This is an optimization exercise on Yosys and OpenROAD, whose aim is small area, a short achievable clock period and few clock cycles, not a production implementation. The RTL was checked by simulation tests, not by an equivalence proof against the original design. Power figures rest on the tool's default switching activity, not on a simulated workload.

## red
==> flow/design.v (excerpt) <==
module vs_topk_core (
    input  logic          clk,
    input  logic          reset_n,
    input  logic          start,
    input  logic          mode,
    input  logic [11:0]   base_addr,
    input  logic [9:0]    vector_count,
    input  logic [7:0]    dim_words,
    output logic          mem_rd_en,
    output logic [11:0]   mem_addr,
    input  logic [63:0]   mem_data,
    output logic          busy,
    output logic          done,
    output logic [2:0]    topk_count,
    output logic [127:0]  topk_score,
    output logic [39:0]   topk_id
);
==> module vs_topk_insert, before the edit <==
module vs_topk_insert (
    input  logic               clk,
    input  logic               clr,
    input  logic               ins_valid,
    input  logic signed [26:0] ins_score,
    input  logic [9:0]         ins_id,
    output logic [2:0]         count,
    output logic [127:0]       score_flat,
    output logic [39:0]        id_flat
);
    logic signed [26:0] score_q [4];
    logic [9:0]         id_q    [4];
    logic [2:0]         count_q;
    logic [3:0]         take;
    wire signed [26:0] in_score = clr ? 27'sd0 : ins_score;
    wire [9:0]         in_id    = clr ? 10'd0  : ins_id;
    always_comb
        for (int i = 0; i < 4; i++)
            take[i] = (count_q <= 3'(i)) || (score_q[i] < ins_score);
    logic [3:0] sel_h, sel_s, sel_n;
    always_comb
        for (int i = 0; i < 4; i++) begin
            sel_s[i] = (i > 0) && !clr && ins_valid && take[(i > 0) ? i - 1 : 0];
            sel_n[i] = (clr || (ins_valid && take[i])) && !sel_s[i];
            sel_h[i] = !(clr || (ins_valid && take[i]));
        end
    always_ff @(posedge clk) begin
        if (!sel_h[0]) begin
            score_q[0] <= in_score;
            id_q[0]    <= in_id;
        end
        for (int i = 1; i < 4; i++) begin
            score_q[i] <= ({27{sel_h[i]}} & score_q[i])
                        | ({27{sel_s[i]}} & score_q[i - 1])
                        | ({27{sel_n[i]}} & in_score);
            id_q[i]    <= ({10{sel_h[i]}} & id_q[i])
                        | ({10{sel_s[i]}} & id_q[i - 1])
                        | ({10{sel_n[i]}} & in_id);
        end
        if (clr)
            count_q <= 3'd0;
        else if (ins_valid && count_q != 3'd4)
            count_q <= count_q + 3'd1;
    end
    always_comb
        for (int i = 0; i < 4; i++) begin
            score_flat[32*i +: 32] = {{5{score_q[i][26]}}, score_q[i]};
            id_flat[10*i +: 10]    = id_q[i];
        end
    assign count = count_q;
endmodule
export LEC_CHECK = 0
export CAP_MARGIN = 20
export CORE_MARGIN = 2
export CORE_UTILIZATION = 60
export CTS_BUF_LIST = sky130_fd_sc_hd__clkbuf_8
export CTS_CLUSTER_DIAMETER = 100
export CTS_CLUSTER_SIZE = 12
export SLEW_MARGIN = 20
create_clock -name core_clock -period 15.0 [get_ports {clk}]
standard.sh (not shown) runs the stock make flow with config.mk's settings and CLKGATE_MAP_FILE= SYNTH_SCRIPT=/design/flow/synth_recipe.tcl, a recipe that flattens the netlist after the stock synthesis.
==> flow/flow/run.sh <==
#!/bin/bash
# Layout: the standard ORFS flow with three changes:
#  1. after the standard synthesis, flow/polarity.py removes inverters by
#     choosing the polarity of signals around full adders (self-dual), gates
#     with a complementary twin (and2/nand2, ...) and xor2/xnor2;
#     registers are untouched;
#  2. the port buffers inserted during placement are sky130_fd_sc_hd__buf_1
#     (buffer_ports' own choice is the slower, larger clkdlybuf4s50_1);
#  3. repair_timing is asked for 10.7 ns of setup slack at the 15 ns clock.
set -euo pipefail
WH=$(grep -o 'WORK_HOME=[^ ]*' standard.sh | head -1 | cut -d= -f2)
RES="$WH/results/sky130hd/vs_topk_core/base"
bash standard.sh synth > make_synth.log 2>&1
cp "$RES/1_2_yosys.v" yosys_standard.v
python3 flow/polarity.py yosys_standard.v "$RES/1_2_yosys.v" > polarity.log 2>&1
bash standard.sh do-1_synth > make_synth_odb.log 2>&1
bash standard.sh finish "BUFFER_PORTS_ARGS=-buffer_cell sky130_fd_sc_hd__buf_1" SETUP_SLACK_MARGIN=10.7 > make_finish.log 2>&1
Other scripts of this flow, unchanged in this note and not shown: flow/flow/polarity.py
Testbench counts of red, summed over its fixed seeds: cycles 128,284.
Modified inputs, blue compared to red
diff --git a/flow/design.v b/flow/design.v
--- a/flow/design.v
+++ b/flow/design.v
@@ -35,26 +35,18 @@
     wire [9:0]         in_id    = clr ? 10'd0  : ins_id;
     always_comb
         for (int i = 0; i < 4; i++)
-            take[i] = (count_q <= 3'(i)) || (score_q[i] < ins_score);
-    logic [3:0] sel_h, sel_s, sel_n;
-    always_comb
-        for (int i = 0; i < 4; i++) begin
-            sel_s[i] = (i > 0) && !clr && ins_valid && take[(i > 0) ? i - 1 : 0];
-            sel_n[i] = (clr || (ins_valid && take[i])) && !sel_s[i];
-            sel_h[i] = !(clr || (ins_valid && take[i]));
-        end
+            take[i] = (count_q <= 3'(i)) || (ins_score > score_q[i]);
     always_ff @(posedge clk) begin
-        if (!sel_h[0]) begin
-            score_q[0] <= in_score;
-            id_q[0]    <= in_id;
-        end
-        for (int i = 1; i < 4; i++) begin
-            score_q[i] <= ({27{sel_h[i]}} & score_q[i])
-                        | ({27{sel_s[i]}} & score_q[i - 1])
-                        | ({27{sel_n[i]}} & in_score);
-            id_q[i]    <= ({10{sel_h[i]}} & id_q[i])
-                        | ({10{sel_s[i]}} & id_q[i - 1])
-                        | ({10{sel_n[i]}} & in_id);
+        for (int i = 0; i < 4; i++) begin
+            if (clr || (ins_valid && take[i])) begin
+                if (i > 0 && !clr && take[(i > 0) ? i - 1 : 0]) begin
+                    score_q[i] <= score_q[(i > 0) ? i - 1 : 0];
+                    id_q[i]    <= id_q[(i > 0) ? i - 1 : 0];
+                end else begin
+                    score_q[i] <= in_score;
+                    id_q[i]    <= in_id;
+                end
+            end
         end
         if (clr)
             count_q <= 3'd0;
### Flow results
Compared with red, blue shows cell count after placement that has gone up by a few percent.
When blue is set beside red, its register-to-register slack turns out to be 0.06 ns larger.
Status: top achievable clock speed parity (red, blue)
In blue the final worst setup slack turned out 0.0063 ns higher than in red.
NOTE: part of the total power dissipated in the clock network in blue falls short of that of red
Route | blue vs red | wire shorter in blue
Diff red -> blue: minimum clock period after layout has decreased, cell depth of the worst flop-to-flop path has increased, global routing met2 resource utilization has decreased.
For the slew at the pin closest to its max-slew limit, blue came in 0.047 ns lower than red did.
Relative to red, global-route usage has decreased by 1.8 points in blue.
red → blue: total power consumption of the routed design grew by 7.4%; final cell area excluding filler cells grew by 1300 sq um.
Between blue and red, the clock distribution area overhead in the final layout figures differ only marginally.
Testbench counts of blue, summed over its fixed seeds: cycles 128,284.

## port drivers added, routing unchanged
No port has a modelled driver above. Below, the same layouts with a new extraction and two added sets of constraints. Step 1, drivers: a clkbuf_16 drives clk and a buf_2 each remaining input, both assumed. Step 2, shift: input delay + t, output delay - t, t = (earliest + latest rising clock arrival at the registers) / 2. This alone moves slack from input paths to output paths. Three values: ideal, step 1, step 2; two values: the first two.
run | t (ns) | setup slack, ns | clock arrival spread, ns | worst data-port slew with drivers (ns) | cell pins on the clock port's net
red | 0.671 | 10.666 / 10.611 / 10.133 | 0.048 / 0.048 | 0.04 | 1
blue | 0.671 | 10.672 / 10.614 / 10.129 | 0.033 / 0.033 | 0.09 | 1
After both steps every run listed still meets setup and hold. For blue, which loses most, drivers alone change the setup slack by -0.058 ns; drivers and shift together by -0.543 ns.
